From an optimization exercise on the open Yosys and OpenROAD flow, aimed at small area, a short achievable clock period and few clock cycles per item; shortcuts taken in it are not production practice.
Only simulation tests tie the RTL to the original design; equivalence was not proved.
No activity file was given, so power comes from the tool's default toggle rates.

**design/flow/config.mk**
```make
export PLATFORM = sky130hd
export DESIGN_NAME = alu_mdu
export DESIGN_NICKNAME = alu_mdu
export VERILOG_FILES = /design/flow/design.v
export SDC_FILE = /design/flow/constraint.sdc
export NUM_CORES = 4
export LEC_CHECK = 0
export CAP_MARGIN = 30
export CORE_MARGIN = 2
export CORE_UTILIZATION = 40
export SETUP_SLACK_MARGIN = 0.5
export SLEW_MARGIN = 20
```
**design/flow/constraint.sdc**
```tcl
create_clock -name core_clock -period 10.0 [get_ports {clk}]
set_input_delay 2.0000 -clock core_clock [delete_from_list [all_inputs] [get_ports {clk}]]
set_output_delay 2.0000 -clock core_clock [all_outputs]
set_load 0.01 [all_outputs]
```
**design/flow/design.v**
```verilog
module alu_mdu #(
  parameter int unsigned WIDTH = 32,
  parameter int unsigned SHW   = 5
) (
  input  logic             clk,
  input  logic             rst_n,
  input  logic [WIDTH-1:0] busA,
  input  logic [WIDTH-1:0] busB,
  input  logic [4:0]       ALUctr,
  input  logic [SHW-1:0]   shamt,
  input  logic             start,
  output logic [WIDTH-1:0] Result,
  output logic             Zero,
  output logic             busy,
  output logic             done,
  output logic [WIDTH-1:0] hi,
  output logic [WIDTH-1:0] lo
);
  localparam logic [4:0] OpAdd   = 5'b00000;
  localparam logic [4:0] OpSub   = 5'b00001;
  localparam logic [4:0] OpSlt   = 5'b00010;
  localparam logic [4:0] OpAnd   = 5'b00011;
  localparam logic [4:0] OpNor   = 5'b00100;
  localparam logic [4:0] OpOr    = 5'b00101;
  localparam logic [4:0] OpXor   = 5'b00110;
  localparam logic [4:0] OpSll   = 5'b00111;
  localparam logic [4:0] OpSrl   = 5'b01000;
  localparam logic [4:0] OpSltu  = 5'b01001;
  localparam logic [4:0] OpSllv  = 5'b01100;
  localparam logic [4:0] OpSra   = 5'b01101;
  localparam logic [4:0] OpSrav  = 5'b01110;
  localparam logic [4:0] OpSrlv  = 5'b01111;
  localparam logic [4:0] OpLui   = 5'b10000;
  localparam logic [4:0] OpMult  = 5'b10001;
  localparam logic [4:0] OpMultu = 5'b10010;
  localparam logic [4:0] OpDiv   = 5'b10011;
  localparam logic [4:0] OpDivu  = 5'b10100;
  localparam logic [4:0] OpMfhi  = 5'b10101;
  localparam logic [4:0] OpMflo  = 5'b10110;
  localparam logic [4:0] OpMthi  = 5'b10111;
  localparam logic [4:0] OpMtlo  = 5'b11000;
  localparam logic [SHW-1:0] LastCnt = SHW'(WIDTH - 1);
  typedef enum logic [1:0] {StIdle, StMul, StDiv, StDone} state_e;
  state_e               state_q;
  logic                 busy_q, done_q;
  logic [SHW-1:0]       cnt_q;
  logic [WIDTH-1:0]     opnd_q, dvd_q, hi_q, lo_q;
  logic [2*WIDTH-1:0]   work_q;
  logic                 neg_q, neg_rem_q;
  logic                 is_mul, is_div, signed_op, a_neg, b_neg;
  logic [WIDTH-1:0]     a_abs, b_abs;
  logic [WIDTH:0]       mul_sum, r_shift, diff;
  logic [2*WIDTH-1:0]   mul_next, div_next, prod_fix;
  logic [WIDTH-1:0]     quot_fix, rem_fix;
  assign is_mul    = (ALUctr == OpMult) || (ALUctr == OpMultu);
  assign is_div    = (ALUctr == OpDiv) || (ALUctr == OpDivu);
  assign signed_op = (ALUctr == OpMult) || (ALUctr == OpDiv);
  assign a_neg     = signed_op & busA[WIDTH-1];
  assign b_neg     = signed_op & busB[WIDTH-1];
  assign a_abs     = a_neg ? -busA : busA;
  assign b_abs     = b_neg ? -busB : busB;
  always_comb begin
    mul_sum  = {1'b0, work_q[2*WIDTH-1:WIDTH]} + (work_q[0] ? {1'b0, opnd_q} : '0);
    mul_next = {mul_sum, work_q[WIDTH-1:1]};
    r_shift  = {work_q[2*WIDTH-1:WIDTH], work_q[WIDTH-1]};
    diff     = r_shift - {1'b0, opnd_q};
    div_next = diff[WIDTH] ? {r_shift[WIDTH-1:0], work_q[WIDTH-2:0], 1'b0}
                           : {diff[WIDTH-1:0], work_q[WIDTH-2:0], 1'b1};
    prod_fix = neg_q ? -mul_next : mul_next;
    quot_fix = neg_q ? -div_next[WIDTH-1:0] : div_next[WIDTH-1:0];
    rem_fix  = neg_rem_q ? -div_next[2*WIDTH-1:WIDTH] : div_next[2*WIDTH-1:WIDTH];
  end
  always_ff @(posedge clk) begin
    if (!rst_n) begin
      state_q   <= StIdle;
      busy_q    <= 1'b0;
      done_q    <= 1'b0;
      cnt_q     <= '0;
      opnd_q    <= '0;
      dvd_q     <= '0;
      work_q    <= '0;
      neg_q     <= 1'b0;
      neg_rem_q <= 1'b0;
      hi_q      <= '0;
      lo_q      <= '0;
    end else begin
      case (state_q)
        StIdle, StDone: begin
          state_q <= StIdle;
          busy_q  <= 1'b0;
          done_q  <= 1'b0;
          if (start && (is_mul || is_div)) begin
            state_q   <= is_mul ? StMul : StDiv;
            busy_q    <= 1'b1;
            cnt_q     <= '0;
            opnd_q    <= is_mul ? a_abs : b_abs;
            work_q    <= is_mul ? {{WIDTH{1'b0}}, b_abs} : {{WIDTH{1'b0}}, a_abs};
            dvd_q     <= busA;
            neg_q     <= a_neg ^ b_neg;
            neg_rem_q <= a_neg;
          end else if (start && ALUctr == OpMthi) begin
            hi_q <= busA;
          end else if (start && ALUctr == OpMtlo) begin
            lo_q <= busA;
          end
        end
        StMul: begin
          work_q <= mul_next;
          cnt_q  <= cnt_q + SHW'(1);
          if (cnt_q == LastCnt) begin
            {hi_q, lo_q} <= prod_fix;
            state_q      <= StDone;
            busy_q       <= 1'b0;
            done_q       <= 1'b1;
          end
        end
        StDiv: begin
          work_q <= div_next;
          cnt_q  <= cnt_q + SHW'(1);
          if (cnt_q == LastCnt) begin
            if (opnd_q == '0) begin
              hi_q <= dvd_q;
              lo_q <= '1;
            end else begin
              hi_q <= rem_fix;
              lo_q <= quot_fix;
            end
            state_q <= StDone;
            busy_q  <= 1'b0;
            done_q  <= 1'b1;
          end
        end
        default: begin
          state_q <= StIdle;
          busy_q  <= 1'b0;
          done_q  <= 1'b0;
        end
      endcase
    end
  end
  always_comb begin
    Result = '0;
    case (ALUctr)
      OpAdd:  Result = busA + busB;
      OpSub:  Result = busA - busB;
      OpAnd:  Result = busA & busB;
      OpNor:  Result = ~(busA | busB);
      OpOr:   Result = busA | busB;
      OpXor:  Result = busA ^ busB;
      OpSlt:  Result = {{(WIDTH-1){1'b0}}, $signed(busA) < $signed(busB)};
      OpSltu: Result = {{(WIDTH-1){1'b0}}, busA < busB};
      OpSll:  Result = busB << shamt;
      OpSrl:  Result = busB >> shamt;
      OpSra:  Result = $signed(busB) >>> shamt;
      OpSllv: Result = busB << busA[SHW-1:0];
      OpSrlv: Result = busB >> busA[SHW-1:0];
      OpSrav: Result = $signed(busB) >>> busA[SHW-1:0];
      OpLui:  Result = busB << (WIDTH / 2);
      OpMfhi: Result = hi_q;
      OpMflo: Result = lo_q;
      default: Result = '0;
    endcase
  end
  assign Zero = (Result == '0);
  assign busy = busy_q;
  assign done = done_q;
  assign hi   = hi_q;
  assign lo   = lo_q;
endmodule
```
**design/flow/run.sh**
```bash
#!/bin/bash
# synth_recipe.tcl (not shown) runs the flow's synth.tcl, then flattens the netlist and writes it again
# the make line also repeats each setting of config.mk as NAME=value (left out here)
make -C /OpenROAD-flow-scripts/flow DESIGN_CONFIG=/design/flow/config.mk WORK_HOME=/design/flow/orfs CLKGATE_MAP_FILE= SYNTH_SCRIPT=/design/flow/synth_recipe.tcl finish
```
==> metrics.log <==
[metrics] Hold Crit Class: reg2reg
[metrics] post-DP HPWL: 160 mm
[metrics] WS Path Type: in2out
[metrics] Avg Cell Area, Syn: 6.69 µm²
[metrics] number of I/O port buffers: 175
[metrics] CTS tree: done
[metrics] final cycle utilization of the critical path: 0.955
[metrics] worst setup slack after placement: -0.435 ns
[metrics] sw frac: 0.449
[metrics] number of cells after detailed placement: 5964
[metrics] cell area after synthesis: 0.0311 mm²
[metrics] outcome: finished clean
[metrics] via count normalized by instance count: 6.97
[metrics] post-synthesis compound-gate area fraction: 0.382
[metrics] combinational share of power: 0.505
[metrics] sequential-to-total area share from yosys stat: 0.131
[metrics] Initial DRT Pass Iterations: 8
[metrics] critical path cell sequence: clkdlybuf4s50_1, inv_1, ha_1, a222oi_1, nand3_1, a311o_1, a211oi_2, buf_4, nand3_1, a311o_1, nor4_1, nand4_1, or3_1, nor4b_2, buf_2
[metrics] floorplan die area: 0.0800 mm²
[metrics] NetSw: 1.65 mW
[metrics] EDFF count, synth: 0
[metrics] overflow left after global routing: 0
[metrics] net total in the final layout: 5222
[metrics] vias post-DR: 42077
[metrics] synthesis-to-finish area growth: 21.9%
[metrics] Critical Path AT: 7.55 ns
[metrics] highest ir drop seen on vdd: between 0.1 and 0.15 mV
[metrics] leakage: 15.1 nW
[metrics] Worst path max stage delay: around 1 ns
[metrics] worst slew pin tran: roughly 1.1 ns
[metrics] least setup slack across all paths after layout: roughly 0.45 ns
[metrics] Total Wirelength: 199 mm
[metrics] Starting DRT DRC Count: 7566
[metrics] #FFs+latches synth: 203
[metrics] buffer depth of the longest clock path: 3
[metrics] adder-cell area share of the yosys netlist: 0.0709
[metrics] clock root cell: clkbuf_16
[metrics] Antenna Violating Nets Remaining: 0
[metrics] Achievable Freq: about 0.10 GHz
[metrics] Chip Width: 283 µm
[metrics] number of levels in the clock H-tree: 1
[metrics] fraction of registers with async set or reset after synthesis: 0
[metrics] Syn. warnings: 1
[metrics] number of distinct library cell variants in the gate-level netlist after synthesis: 100
[metrics] Core Footprint: 0.0772 mm²
[metrics] number of remaining DRC errors: 0
[metrics] # rows: 102
[metrics] required time of the critical path: 8.00 ns
[metrics] number of I/O pins: 176
[metrics] post-route total power: approximately 3.7 mW
[metrics] register clock-pin slew on the reported worst setup and hold paths: 0.06 ns
[metrics] Sum Neg Setup Slack: 0 ns
[metrics] Routed WL per cell: 33.0 µm
[metrics] Period minus WS final: approximately 9.6 ns
[metrics] xor and xnor area share after synthesis: 0.0718
[metrics] RSZ-0062 raised after global routing: no
[metrics] cell count after synthesis: 4649
[metrics] global-route wire length before repair: 278 mm
[metrics] final hold violations: 0
[metrics] combinational family with the most area after synthesis: compound AO/OA/AOI/OAI gates
[metrics] Die Height: ~280 µm
[metrics] clock share of power: 0.260
[metrics] Top Family by Delay on Critical Path: simple AND/OR/NAND/NOR gates
[metrics] Critical Path Start Type: primary input
[metrics] number of antenna violations at the first check in global routing: 22
[metrics] multiplexer share of the synthesized area: 0.0300
[metrics] nature of the critical path endpoint: output port
[metrics] routability congestion estimate from global placement: 1.16
[metrics] Filler Cell Count: 8014
[metrics] buffers plus inverters on the worst setup path: 4
[metrics] most frequently used flop master after synthesis: dfxtp_1
[metrics] layout cells sized above 1: 0.142
[metrics] pin count of the biggest net entering global routing: 93
[metrics] total power divided by cell area: approximately 97 mW/mm²
[metrics] final instance count without filler cells: just over 6000
[metrics] cell type of the slowest stage on the worst timing path: clkdlybuf4s50_1
[metrics] fin. max-slew vios: 0
[metrics] worst-case clock skew: ~0.036 ns
[metrics] number of CTS-inserted buffers: 25
[metrics] number of maximum-capacitance constraint violations: 0
[metrics] vias in the first global route: 37210
[metrics] final number of setup-violating endpoints: 0
[metrics] share of the core filled with cells: 0.492
[metrics] synthesized netlist net count: 4900
[metrics] footprint of the multi-input gates: 0.0252 mm²
[metrics] area share of and/or/nand/nor cells after synthesis: 0.244
[metrics] headroom to the max-slew limit: 0.288
[metrics] largest fanout of any net on the critical path: 10
[metrics] sequential standard cell area: 0.00407 mm²
[metrics] proportion of power drawn by flip-flops and latches: 0.235
[metrics] source-to-sink clock delay at the later pin of the worst-skew pair: 0.58 ns
[metrics] Post-CTS Hold Buffers: 0
[metrics] Initial Util: 0.403
[metrics] Global Route Usage Sum: 0.470
[metrics] clock sink total: 203
[metrics] internal power consumption: 2.02 mW
==> flip-flops by register name, indices dropped and copies added (netlist names) <==
signal,flops
busy_q,1
opnd_q,32
lo_q,32
hi_q,32
state_q,2
dvd_q,32
done_q,1
neg_q,1
cnt_q,5
neg_rem_q,1
work_q,64
==> power by group through the flow <==
stage | sequential, mW | clock [mW] | combinational, mW
after floorplan | 0.855 | 0 | 0.924
after global placement | 0.876 | 0 | 1.72
after detailed placement | 0.876 | 0 | 1.72
after CTS | 0.858 | 0.949 | 1.73
after global routing | 0.861 | 0.987 | 1.91
final | 0.862 | 0.955 | 1.85
==> kinds of logic (layout without fill, tap and decap cells) <==
| family | Yosys count | in the layout |
|---|---|---|
| AOI/OAI and AO/OA | 1759 | 1759 |
| xor gates and xnor gates | 255 | 255 |
| adders and majority gates | 174 | 174 |
| buffers and inverters | 564 | 905 |
| DFF | 203 | 203 |
| muxes | 84 | 84 |
| other | 0 | 7 |
| and+or+nand+nor | 1610 | 1610 |
==> metal layers <==
metal	GRT usage	share of wire
met2	0.627	0.38
met1	0.653	0.41
met4	0.220	0.057
met3	0.178	0.16
met5	0	0.00083
==> area by class of cell <==
| class | instances | share of cell area |
|---|---|---|
| Tap cell | 1040 | 0.0343 |
| Clock inverter | 13 | 0.00346 |
| Timing Repair Buffer | 688 | 0.154 |
| Antenna cell | 7 | 0.000462 |
| Multi-Input combinational cell | 3882 | 0.664 |
| Inverter | 171 | 0.0173 |
| Clock buffer | 33 | 0.0186 |
| Sequential cell | 203 | 0.107 |
==> per-stage QoR <==
stage / hold WS [ns] / cell area [µm²]
final: 0.454 / 38000
after global routing: 0.469 / 37900
after CTS: 0.452 / 37500
after detailed placement: 0.445 / 36500
after global placement: 0.440 / 36500
after floorplan: 0.433 / 31100
==> synth_stat cells (50+ instances only) <==
| library cell | count | area share |
|---|---|---|
| nand2_1 | 564 | 0.068 |
| nand3_1 | 109 | 0.018 |
| a211oi_1 | 145 | 0.035 |
| o22ai_1 | 50 | 0.010 |
| clkbuf_1 | 319 | 0.038 |
| dfxtp_1 | 203 | 0.13 |
| xor2_1 | 61 | 0.017 |
| a221oi_1 | 97 | 0.027 |
| a22oi_1 | 141 | 0.034 |
| a21oi_1 | 396 | 0.064 |
| o21ai_0 | 310 | 0.050 |
| nand2b_1 | 94 | 0.019 |
| mux2i_1 | 65 | 0.021 |
| nor2_1 | 405 | 0.049 |
| xnor2_1 | 194 | 0.055 |
| inv_1 | 164 | 0.020 |
| a31oi_1 | 55 | 0.011 |
| nor3_1 | 113 | 0.018 |
| o211ai_1 | 109 | 0.026 |
| ha_1 | 170 | 0.068 |
==> worst reg2reg max path, delay by kind of cell, from the launching register on <==
family | cells | cell delay [ns]
compound gates | 10 | 3.02
simple gates | 6 | 1.37
flops | 1 | 0.61
buf+inv | 4 | 0.77
xor+xnor | 1 | 0.13
fa+ha+maj | 3 | 0.96
==> timing repair <==
item,CTS,global route
gates resized for setup,32,85
setup endpoints to repair,1,3
pin swaps,6,20
buffers inserted,4,13
gates cloned,0,0
hold endpoints to repair,0,0
==> cells in the final DEF, fill, tap and decap left out, types with 46 or more instances in the layout <==
master           netlist  routed
dfxtp_1              203     202
a22oi_1              141     139
nand2b_1              94      91
xor2_1                61      60
mux2i_1               65      65
or3_1                 46      46
buf_4                  5     481
o211ai_1             109     109
xnor2_1              194     193
nor3_1               113     109
inv_1                164     156
nand3_1              109     107
a21oi_1              396     395
a221oi_1              97      95
a31oi_1               55      54
a211oi_1             145     143
clkdlybuf4s50_1        0     151
ha_1                 170     158
o22ai_1               50      49
nor2_1               405     404
nand2_1              564     564
o21ai_0              310     302
==> worst paths after layout <==
| path | from | endpoint | slack, ns | depth (start not counted) |
|---|---|---|---|---|
| setup / recovery | busB[29] | Zero | 0.45 | 15 |
| hold / removal | dvd_q[13] | dvd_q[13] | 0.45 | 2 |
| setup reg to reg | work_q[31] | hi_q[22] | 3.08 | 24 |
| hold reg to reg | dvd_q[13] | dvd_q[13] | 0.45 | 2 |
Testbench counts, summed over its fixed seeds: cycles 10,560, ops 320.

==> static timing again, ports no longer ideal <==
In the flow no input, the clock included, has a driving cell. The finished layout below was timed again as built, in two steps. Step 1 sets driving cells, clkbuf_16 on the clock port and buf_2 on the other inputs (assumed; they add their load-dependent delay and slew). Step 2 adds t to the input delays and takes it off the output delays; t is the mean of the earliest and latest rising clock arrival at the registers after step 1. Input paths then give back, and output paths get back, about the clock's delay inside the block. Three values: ideal, step 1, step 2; two values: the first two.
t, ns: 0.625
slack for setup (ns): 0.449 / 0.418 / 0.418
hold slack, ns: 0.454 / 0.454 / 0.454
After both steps this run still meets setup and hold. For this run, drivers alone change the setup slack by -0.031 ns; drivers and shift together by -0.031 ns.
